What follows belongs to an exercise in optimizing a design on an open flow for small area, a short achievable clock period and few clock cycles per item; a production flow would make more cautious choices.
In this exercise RTL edits were held to simulation tests only and were not proved equivalent to the original.
Power figures rest on the tool's default switching activity, not on a simulated workload.

==> module stream_reader, before the edit <==
module stream_reader (
    input  logic                    clk,
    input  logic                    rst,
    input  logic                    ld,
    input  logic [7-1:0] rd_addr,
    input  logic                    rd_final,
    input  logic [32-1:0]      rd_data,
    output logic                    room,
    output logic                    finish,
    output logic                    m_valid,
    output logic [32-1:0]      m_data,
    output logic                    m_last,
    output seg_pkg::seg_t           m_seg,
    input  logic                    ready
);
    logic out_final;
    assign room   = !m_valid || ready;
    assign finish = m_valid && ready && out_final;
    always_ff @(posedge clk) begin
        if (rst) begin
            m_valid <= 1'b0;
        end else if (room) begin
            m_valid <= ld;
        end
    end
    always_ff @(posedge clk or posedge rst) begin
        if (rst) begin
            m_data <= '0;
            m_last <= 1'b0;
            m_seg  <= seg_pkg::seg_i;
        end else if (room) begin
            m_data <= rd_data;
            m_last <= seg_pkg::word_last(rd_addr);
            m_seg  <= seg_pkg::seg_t'(seg_pkg::word_seg(rd_addr));
        end
    end
    always_ff @(posedge clk) begin
        if (room) begin
            out_final <= rd_final;
        end
    end
endmodule
Settings: LEC_CHECK=0, CAP_MARGIN=20, CORE_MARGIN=2, CORE_UTILIZATION=60, CTS_CLUSTER_DIAMETER=150, CTS_CLUSTER_SIZE=25, PLACE_DENSITY=0.7, SETUP_SLACK_MARGIN=2.8, SLEW_MARGIN=20; clock period 5.0 ns.
run.sh (not shown) runs the stock make flow with config.mk's settings and CLKGATE_MAP_FILE= SYNTH_SCRIPT=/design/flow/synth_recipe.tcl, a recipe that flattens the netlist after the stock synthesis.
The baseline completed with no timing, DRC or antenna violations.
Testbench counts at the start, summed over its fixed seeds: cycles 7,582, words 7,328.
Rerun with:
--- a/flow/design.v
+++ b/flow/design.v
@@ -259,23 +259,15 @@
             m_valid <= 1'b0;
         end else if (room) begin
             m_valid <= ld;
         end
     end
-    always_ff @(posedge clk or posedge rst) begin
-        if (rst) begin
-            m_data <= '0;
-            m_last <= 1'b0;
-            m_seg  <= seg_pkg::seg_i;
-        end else if (room) begin
-            m_data <= rd_data;
-            m_last <= seg_pkg::word_last(rd_addr);
-            m_seg  <= seg_pkg::seg_t'(seg_pkg::word_seg(rd_addr));
-        end
-    end
     always_ff @(posedge clk) begin
         if (room) begin
+            m_data    <= rd_data;
+            m_last    <= seg_pkg::word_last(rd_addr);
+            m_seg     <= seg_pkg::seg_t'(seg_pkg::word_seg(rd_addr));
             out_final <= rd_final;
         end
     end
 endmodule
 `timescale 1ns/1ps
What happened: Fmax came out higher by 2.6%. Cell count came out lower by about 0.4%. Core utilization is higher by 2.1 points. Setup slack improved by 61 ps. Combinational power increases by 11%. Routed wire length increases by 4.5%. Sequential power is about the same. Die area stays flat. Sequential share of layout area went down by 1.5 points. Cell area came out higher by about 3%. Global-route usage rose by 0.14 points. Total power shrinks by 0.43%. Clock-buffer cell count came out lower by 19. Hold slack barely changes.
Testbench counts after the change, summed over its fixed seeds: cycles 7,582, words 7,328.

Setup of job 101:
The RTL this note starts from:
==> flow/design.v <==
`timescale 1ns/1ps
package seg_pkg;
    typedef enum logic [3:0] {
        seg_i,
        seg_w_q, seg_bias_q, seg_m_q, seg_e_q,
        seg_w_k, seg_bias_k, seg_m_k, seg_e_k,
        seg_w_v, seg_bias_v, seg_m_v, seg_e_v,
        seg_m_c,
        seg_e_c
    } seg_t;
    typedef logic [7-1:0] seg_addr_t;
    function automatic logic [3:0] word_seg(input logic [7-1:0] a);
        logic [4:0] o;
        o = 5'(a - 7'((2 * 2 * (2 / 2))));    
        if (a < 7'((2 * 2 * (2 / 2)))) word_seg = seg_pkg::seg_i;
        else if (o < 5'd4)  word_seg = seg_pkg::seg_w_q;
        else if (o < 5'd6)  word_seg = seg_pkg::seg_bias_q;
        else if (o < 5'd8)  word_seg = seg_pkg::seg_m_q;
        else if (o < 5'd10) word_seg = seg_pkg::seg_e_q;
        else if (o < 5'd14) word_seg = seg_pkg::seg_w_k;
        else if (o < 5'd16) word_seg = seg_pkg::seg_bias_k;
        else if (o < 5'd18) word_seg = seg_pkg::seg_m_k;
        else if (o < 5'd20) word_seg = seg_pkg::seg_e_k;
        else if (o < 5'd24) word_seg = seg_pkg::seg_w_v;
        else if (o < 5'd26) word_seg = seg_pkg::seg_bias_v;
        else if (o < 5'd28) word_seg = seg_pkg::seg_m_v;
        else if (o < 5'd30) word_seg = seg_pkg::seg_e_v;
        else if (o < 5'd31) word_seg = seg_pkg::seg_m_c;
        else                word_seg = seg_pkg::seg_e_c;
    endfunction
    function automatic logic word_last(input logic [7-1:0] a);
        logic [4:0] o;
        o = 5'(a - 7'((2 * 2 * (2 / 2))));
        if (a < 7'((2 * 2 * (2 / 2)))) word_last = a == 7'((2 * 2 * (2 / 2)) - 1);
        else case (o)
            5'd3, 5'd5, 5'd7, 5'd9, 5'd13, 5'd15, 5'd17, 5'd19,
            5'd23, 5'd25, 5'd27, 5'd29, 5'd30, 5'd31: word_last = 1'b1;
            default: word_last = 1'b0;
        endcase
    endfunction
endpackage
`timescale 1ns/1ps
package host_pkg;
    typedef enum logic {
        reg_ctrl   = 1'b0,
        reg_status = 1'b1
    } host_reg_t;
    typedef logic [3-1:0] head_cnt_t;
    localparam int HOST_SEL_BIT    = 8 - 1;    
    localparam int CTRL_START_BIT  = 0;
    localparam int CTRL_COUNT_LSB  = 1;
    localparam int CTRL_COUNT_MSB  = CTRL_COUNT_LSB + 3 - 1;
    localparam int STATUS_BUSY_BIT = 0;
    localparam int STATUS_DONE_BIT = 1;
endpackage
`timescale 1ns/1ps
module tensor_store (
    input  logic                    clk,
    input  logic                    rst,
    input  logic                    we,
    input  logic                    load,        
    input  logic [7-1:0] waddr,
    input  logic [32-1:0]      wdata,
    output logic                    ph,
    output logic                    wr_busy,     
    input  logic [((2 * 2 * (2 / 2)) + 2 * (3 * (2 * 2 + 3 * 2) + 2))/2-1:0] rd_pair,    
    output logic [32-1:0]      rd_data
);
    localparam int DEPTH = ((2 * 2 * (2 / 2)) + 2 * (3 * (2 * 2 + 3 * 2) + 2));
    localparam int PAIRS = DEPTH / 2;
    localparam int PAIR_W = 7 - 1;
    logic [32-1:0] s0 [PAIRS];
    logic [32-1:0] s1 [PAIRS];
    logic               w_pend;
    logic               w_b;
    logic [PAIR_W-1:0]  w_pair;
    logic [32-1:0] w_data;
    logic               w_now;
    assign w_now   = w_pend && (w_b ^ ph);    
    assign wr_busy = w_pend;
    always_ff @(posedge clk) begin
        if (rst) begin
            ph     <= 1'b0;
            w_pend <= 1'b0;
        end else begin
            ph <= !ph;
            if (we) begin
                w_pend <= waddr < 7'(DEPTH);
            end else if (w_now) begin
                w_pend <= 1'b0;
            end
        end
    end
    always_ff @(posedge clk) begin
        if (load) begin
            w_b    <= waddr[0];
            w_pair <= waddr[7-1:1];
            w_data <= wdata;
        end
    end
    for (genvar k = 0; k < PAIRS; k++) begin : g_pair
        always_ff @(posedge clk) begin
            s1[k] <= s0[k];
            if (w_now && w_pair == PAIR_W'(k)) begin
                s0[k] <= w_data;
            end else begin
                s0[k] <= s1[k];
            end
        end
    end
    always_comb begin
        for (int b = 0; b < 32; b++) begin
            logic [PAIRS-1:0] hit;
            for (int k = 0; k < PAIRS; k++) begin
                hit[k] = rd_pair[k] && s1[k][b];
            end
            rd_data[b] = |hit;
        end
    end
endmodule
`timescale 1ns/1ps
module wb_host_regs (
    input  logic                      clk,
    input  logic                      rst,
    input  logic                      wb_cyc,
    input  logic                      wb_stb,
    input  logic                      wb_we,
    input  logic [8-1:0] wb_adr,
    input  logic [32-1:0]        wb_dat_w,
    output logic [32-1:0]        wb_dat_r,
    output logic                      wb_ack,
    output logic                      st_we,
    output logic [7-1:0]   st_waddr,
    output logic [32-1:0]        st_wdata,
    output logic                      start,
    output host_pkg::head_cnt_t       head_count,
    input  logic                      busy,
    input  logic                      done
);
    logic      req;
    logic      reg_sel;
    logic      reg_idx;
    logic      ctrl_wr;
    host_pkg::head_cnt_t wr_count;
    assign req     = wb_cyc && wb_stb && !wb_ack;    
    assign reg_sel = wb_adr[host_pkg::HOST_SEL_BIT];
    assign reg_idx = wb_adr[0];
    assign ctrl_wr = req && wb_we && reg_sel && reg_idx == host_pkg::reg_ctrl;
    assign wr_count = wb_dat_w[host_pkg::CTRL_COUNT_MSB:host_pkg::CTRL_COUNT_LSB];
    assign st_we    = req && wb_we && !reg_sel;
    assign st_waddr = wb_adr[7-1:0];
    assign st_wdata = wb_dat_w;
    assign start = ctrl_wr && wb_dat_w[host_pkg::CTRL_START_BIT] && !busy &&
                   wr_count != '0 && wr_count <= host_pkg::head_cnt_t'(2);
    always_ff @(posedge clk) begin
        if (rst) begin
            wb_ack     <= 1'b0;
            head_count <= '0;
        end else begin
            wb_ack <= req;
            if (ctrl_wr) begin
                head_count <= wr_count;
            end
        end
    end
    always_ff @(posedge clk) begin
        wb_dat_r <= '0;
        if (reg_sel && reg_idx == host_pkg::reg_status) begin
            wb_dat_r[host_pkg::STATUS_BUSY_BIT] <= busy;
            wb_dat_r[host_pkg::STATUS_DONE_BIT] <= done;
        end else if (reg_sel) begin
            wb_dat_r[host_pkg::CTRL_COUNT_MSB:host_pkg::CTRL_COUNT_LSB] <= head_count;
        end
    end
endmodule
`timescale 1ns/1ps
module segment_sequencer (
    input  logic                    clk,
    input  logic                    rst,
    input  logic                    start,
    input  logic [3-1:0]  head_count,
    input  logic                    ph,
    input  logic                    wr_busy,
    input  logic                    room,         
    input  logic                    finish,       
    output logic                    ld,           
    output logic [7-1:0] rd_addr,
    output logic [((2 * 2 * (2 / 2)) + 2 * (3 * (2 * 2 + 3 * 2) + 2))/2-1:0] rd_pair,
    output logic                    rd_final,
    output logic                    busy,
    output logic                    done
);
    localparam int PAIRS = ((2 * 2 * (2 / 2)) + 2 * (3 * (2 * 2 + 3 * 2) + 2)) / 2;
    localparam seg_pkg::seg_addr_t LAST_ONE = (2 * 2 * (2 / 2)) + (3 * (2 * 2 + 3 * 2) + 2) - 1;
    localparam seg_pkg::seg_addr_t LAST_TWO = (2 * 2 * (2 / 2)) + 2 * (3 * (2 * 2 + 3 * 2) + 2) - 1;
    logic two;         
    logic all_read;    
    logic want;
    assign rd_final = rd_addr == (two ? LAST_TWO : LAST_ONE);
    assign want     = busy ? !all_read : start;
    assign ld       = want && room && (rd_addr[0] ^ ph) && !wr_busy;
    always_ff @(posedge clk) begin
        if (rst) begin
            busy     <= 1'b0;
            done     <= 1'b0;
            all_read <= 1'b0;
            rd_addr  <= '0;
            rd_pair  <= PAIRS'(1);
        end else begin
            if (start) begin
                busy <= 1'b1;
                done <= 1'b0;
            end
            if (ld) begin
                all_read <= rd_final;
                rd_addr  <= rd_addr + 1'b1;
                if (rd_addr[0]) begin
                    rd_pair <= {rd_pair[PAIRS-2:0], 1'b0};
                end
            end
            if (finish) begin
                busy     <= 1'b0;
                done     <= 1'b1;
                all_read <= 1'b0;
                rd_addr  <= '0;
                rd_pair  <= PAIRS'(1);
            end
        end
    end
    always_ff @(posedge clk) begin
        if (start) begin
            two <= head_count == 3'd2;
        end
    end
endmodule
`timescale 1ns/1ps
module stream_reader (
    input  logic                    clk,
    input  logic                    rst,
    input  logic                    ld,
    input  logic [7-1:0] rd_addr,
    input  logic                    rd_final,
    input  logic [32-1:0]      rd_data,
    output logic                    room,
    output logic                    finish,
    output logic                    m_valid,
    output logic [32-1:0]      m_data,
    output logic                    m_last,
    output seg_pkg::seg_t           m_seg,
    input  logic                    ready
);
    logic out_final;
    assign room   = !m_valid || ready;
    assign finish = m_valid && ready && out_final;
    always_ff @(posedge clk) begin
        if (rst) begin
            m_valid <= 1'b0;
        end else if (room) begin
            m_valid <= ld;
        end
    end
    always_ff @(posedge clk) begin
        if (room) begin
            m_data    <= rd_data;
            m_last    <= seg_pkg::word_last(rd_addr);
            m_seg     <= seg_pkg::seg_t'(seg_pkg::word_seg(rd_addr));
            out_final <= rd_final;
        end
    end
endmodule
`timescale 1ns/1ps
module attn_loader_top (
    input  logic                      clk,
    input  logic                      rst,
    input  logic                      wb_cyc,
    input  logic                      wb_stb,
    input  logic                      wb_we,
    input  logic [8-1:0] wb_adr,
    input  logic [32-1:0]        wb_dat_w,
    output logic [32-1:0]        wb_dat_r,
    output logic                      wb_ack,
    output logic                      m_valid,
    output logic [32-1:0]        m_data,
    output logic                      m_last,
    output logic [3:0]                m_seg,
    input  logic                      ready
);
    logic                    st_we;
    logic [7-1:0] st_waddr;
    logic [32-1:0]      st_wdata;
    logic [7-1:0] rd_addr;
    logic [((2 * 2 * (2 / 2)) + 2 * (3 * (2 * 2 + 3 * 2) + 2))/2-1:0] rd_pair;
    logic [32-1:0]      rd_data;
    logic                    rd_final;
    logic                    ph;
    logic                    wr_busy;
    logic      start;
    host_pkg::head_cnt_t head_count;
    logic      busy;
    logic      done;
    logic      ld;
    logic      room;
    logic      finish;
    wb_host_regs u_host (
        .clk        (clk),
        .rst        (rst),
        .wb_cyc     (wb_cyc),
        .wb_stb     (wb_stb),
        .wb_we      (wb_we),
        .wb_adr     (wb_adr),
        .wb_dat_w   (wb_dat_w),
        .wb_dat_r   (wb_dat_r),
        .wb_ack     (wb_ack),
        .st_we      (st_we),
        .st_waddr   (st_waddr),
        .st_wdata   (st_wdata),
        .start      (start),
        .head_count (head_count),
        .busy       (busy),
        .done       (done)
    );
    tensor_store u_store (
        .clk     (clk),
        .rst     (rst),
        .we      (st_we),
        .load    (!wb_ack),
        .waddr   (st_waddr),
        .wdata   (st_wdata),
        .ph      (ph),
        .wr_busy (wr_busy),
        .rd_pair (rd_pair),
        .rd_data (rd_data)
    );
    segment_sequencer u_seq (
        .clk        (clk),
        .rst        (rst),
        .start      (start),
        .head_count (st_wdata[host_pkg::CTRL_COUNT_MSB:host_pkg::CTRL_COUNT_LSB]),
        .ph         (ph),
        .wr_busy    (wr_busy),
        .room       (room),
        .finish     (finish),
        .ld         (ld),
        .rd_addr    (rd_addr),
        .rd_pair    (rd_pair),
        .rd_final   (rd_final),
        .busy       (busy),
        .done       (done)
    );
    stream_reader u_reader (
        .clk      (clk),
        .rst      (rst),
        .ld       (ld),
        .rd_addr  (rd_addr),
        .rd_final (rd_final),
        .rd_data  (rd_data),
        .room     (room),
        .finish   (finish),
        .m_valid  (m_valid),
        .m_data   (m_data),
        .m_last   (m_last),
        .m_seg    (m_seg),
        .ready    (ready)
    );
endmodule
Settings: LEC_CHECK=0, CAP_MARGIN=20, CORE_MARGIN=2, CORE_UTILIZATION=60, PLACE_DENSITY=0.7, SETUP_SLACK_MARGIN=2.6, SLEW_MARGIN=20; clock period 5.0 ns.
Testbench counts of job 101, summed over its fixed seeds: cycles 7,582, words 7,328.
What job 102 does differently from job 101 at the input level:
--- a/flow/design.v
+++ b/flow/design.v
@@ -57,53 +57,50 @@
 module tensor_store (
     input  logic                    clk,
     input  logic                    rst,
     input  logic                    we,
-    input  logic                    load,        
     input  logic [7-1:0] waddr,
     input  logic [32-1:0]      wdata,
     output logic                    ph,
-    output logic                    wr_busy,     
     input  logic [((2 * 2 * (2 / 2)) + 2 * (3 * (2 * 2 + 3 * 2) + 2))/2-1:0] rd_pair,    
     output logic [32-1:0]      rd_data
 );
     localparam int DEPTH = ((2 * 2 * (2 / 2)) + 2 * (3 * (2 * 2 + 3 * 2) + 2));
     localparam int PAIRS = DEPTH / 2;
     localparam int PAIR_W = 7 - 1;
     logic [32-1:0] s0 [PAIRS];
     logic [32-1:0] s1 [PAIRS];
-    logic               w_pend;
-    logic               w_b;
-    logic [PAIR_W-1:0]  w_pair;
-    logic [32-1:0] w_data;
-    logic               w_now;
-    assign w_now   = w_pend && (w_b ^ ph);    
-    assign wr_busy = w_pend;
+    logic               live;
+    logic               now;
+    logic               pend;
+    logic [PAIR_W-1:0]  pend_pair;
+    logic [32-1:0] pend_data;
+    logic               bus_en;
+    logic [PAIR_W-1:0]  bus_pair;
+    logic [32-1:0] bus_data;
+    assign live     = we && waddr < 7'(DEPTH);
+    assign now      = waddr[0] ^ ph;    
+    assign bus_en   = pend || (live && now);
+    assign bus_pair = pend ? pend_pair : waddr[7-1:1];
+    assign bus_data = pend ? pend_data : wdata;
     always_ff @(posedge clk) begin
         if (rst) begin
-            ph     <= 1'b0;
-            w_pend <= 1'b0;
+            ph   <= 1'b0;
+            pend <= 1'b0;
         end else begin
-            ph <= !ph;
-            if (we) begin
-                w_pend <= waddr < 7'(DEPTH);
-            end else if (w_now) begin
-                w_pend <= 1'b0;
-            end
+            ph   <= !ph;
+            pend <= live && !now;
         end
     end
     always_ff @(posedge clk) begin
-        if (load) begin
-            w_b    <= waddr[0];
-            w_pair <= waddr[7-1:1];
-            w_data <= wdata;
-        end
+        pend_pair <= waddr[7-1:1];
+        pend_data <= wdata;
     end
     for (genvar k = 0; k < PAIRS; k++) begin : g_pair
         always_ff @(posedge clk) begin
             s1[k] <= s0[k];
-            if (w_now && w_pair == PAIR_W'(k)) begin
-                s0[k] <= w_data;
+            if (bus_en && bus_pair == PAIR_W'(k)) begin
+                s0[k] <= bus_data;
             end else begin
                 s0[k] <= s1[k];
             end
         end
@@ -179,9 +176,8 @@
     input  logic                    rst,
     input  logic                    start,
     input  logic [3-1:0]  head_count,
     input  logic                    ph,
-    input  logic                    wr_busy,
     input  logic                    room,         
     input  logic                    finish,       
     output logic                    ld,           
     output logic [7-1:0] rd_addr,
@@ -197,9 +193,9 @@
     logic all_read;    
     logic want;
     assign rd_final = rd_addr == (two ? LAST_TWO : LAST_ONE);
     assign want     = busy ? !all_read : start;
-    assign ld       = want && room && (rd_addr[0] ^ ph) && !wr_busy;
+    assign ld       = want && room && (rd_addr[0] ^ ph);
     always_ff @(posedge clk) begin
         if (rst) begin
             busy     <= 1'b0;
             done     <= 1'b0;
@@ -292,9 +288,8 @@
     logic [((2 * 2 * (2 / 2)) + 2 * (3 * (2 * 2 + 3 * 2) + 2))/2-1:0] rd_pair;
     logic [32-1:0]      rd_data;
     logic                    rd_final;
     logic                    ph;
-    logic                    wr_busy;
     logic      start;
     host_pkg::head_cnt_t head_count;
     logic      busy;
     logic      done;
@@ -322,13 +317,11 @@
     tensor_store u_store (
         .clk     (clk),
         .rst     (rst),
         .we      (st_we),
-        .load    (!wb_ack),
         .waddr   (st_waddr),
         .wdata   (st_wdata),
         .ph      (ph),
-        .wr_busy (wr_busy),
         .rd_pair (rd_pair),
         .rd_data (rd_data)
     );
     segment_sequencer u_seq (
@@ -336,9 +329,8 @@
         .rst        (rst),
         .start      (start),
         .head_count (st_wdata[host_pkg::CTRL_COUNT_MSB:host_pkg::CTRL_COUNT_LSB]),
         .ph         (ph),
-        .wr_busy    (wr_busy),
         .room       (room),
         .finish     (finish),
         .ld         (ld),
         .rd_addr    (rd_addr),
## What came out
Per-instance average area after synthesis down about 0.7% in job 102 wrt job 101
In the metrics for job 102 and job 101, the one carrying the higher initial DRC count is job 101.
Delta (job 102 minus job 101): non-clock buffer count saw an increase; number of clock sinks barely changed; fmax moved down; routed wirelength normalized by instance count went up by 2.6%.
A timing endpoint of the critical path of u_store.s0[18][16]$_DFF_P_ is what job 101 shows, while u_store.s0[5][19]$_DFF_P_ belongs to job 102.
Compared with job 101, in job 102 power held, setup slack of the critical path after layout went down 0.065 ns.
Area of the mapped netlist for job 102 is higher than for job 101.
Register bit total from synthesis of job 101 is on par with job 102.
The flow did not stop early for job 102: all stages ran, and the layout cleared the timing, DRC and antenna checks.
Testbench counts of job 102, summed over its fixed seeds: cycles 7,582, words 7,328.

afterwards: timing with drivers on the ports:
Ports are ideal in the flow. The routed layouts listed here were re-timed in OpenROAD.
Step 1: set_driving_cell puts a clkbuf_16 on clk and a buf_2 on each other input, an assumption about the parent block.
Step 2, shift: input delay + t, output delay - t, t = (earliest + latest rising clock arrival at the registers) / 2. This alone moves slack from input paths to output paths.
Three values: ideal ports, drivers, drivers and shift; two values: the first two.
run	shift t [ns]	setup WS [ns]	worst setup path after step 2	clock arrival spread, ns
the first run of note 1	0.802	2.640 / 2.560 / 2.045	input to register	0.039 / 0.039
the second run of note 1	0.787	2.700 / 2.638 / 2.038	input to register	0.036 / 0.036
job 101	0.875	2.574 / 2.534 / 1.848	input to register	0.028 / 0.029
job 102	0.867	2.509 / 2.524 / 1.700	input to register	0.025 / 0.025
After both steps every run listed still meets setup and hold. For job 102, which loses most, drivers alone change the setup slack by +0.015 ns; drivers and shift together by -0.809 ns.
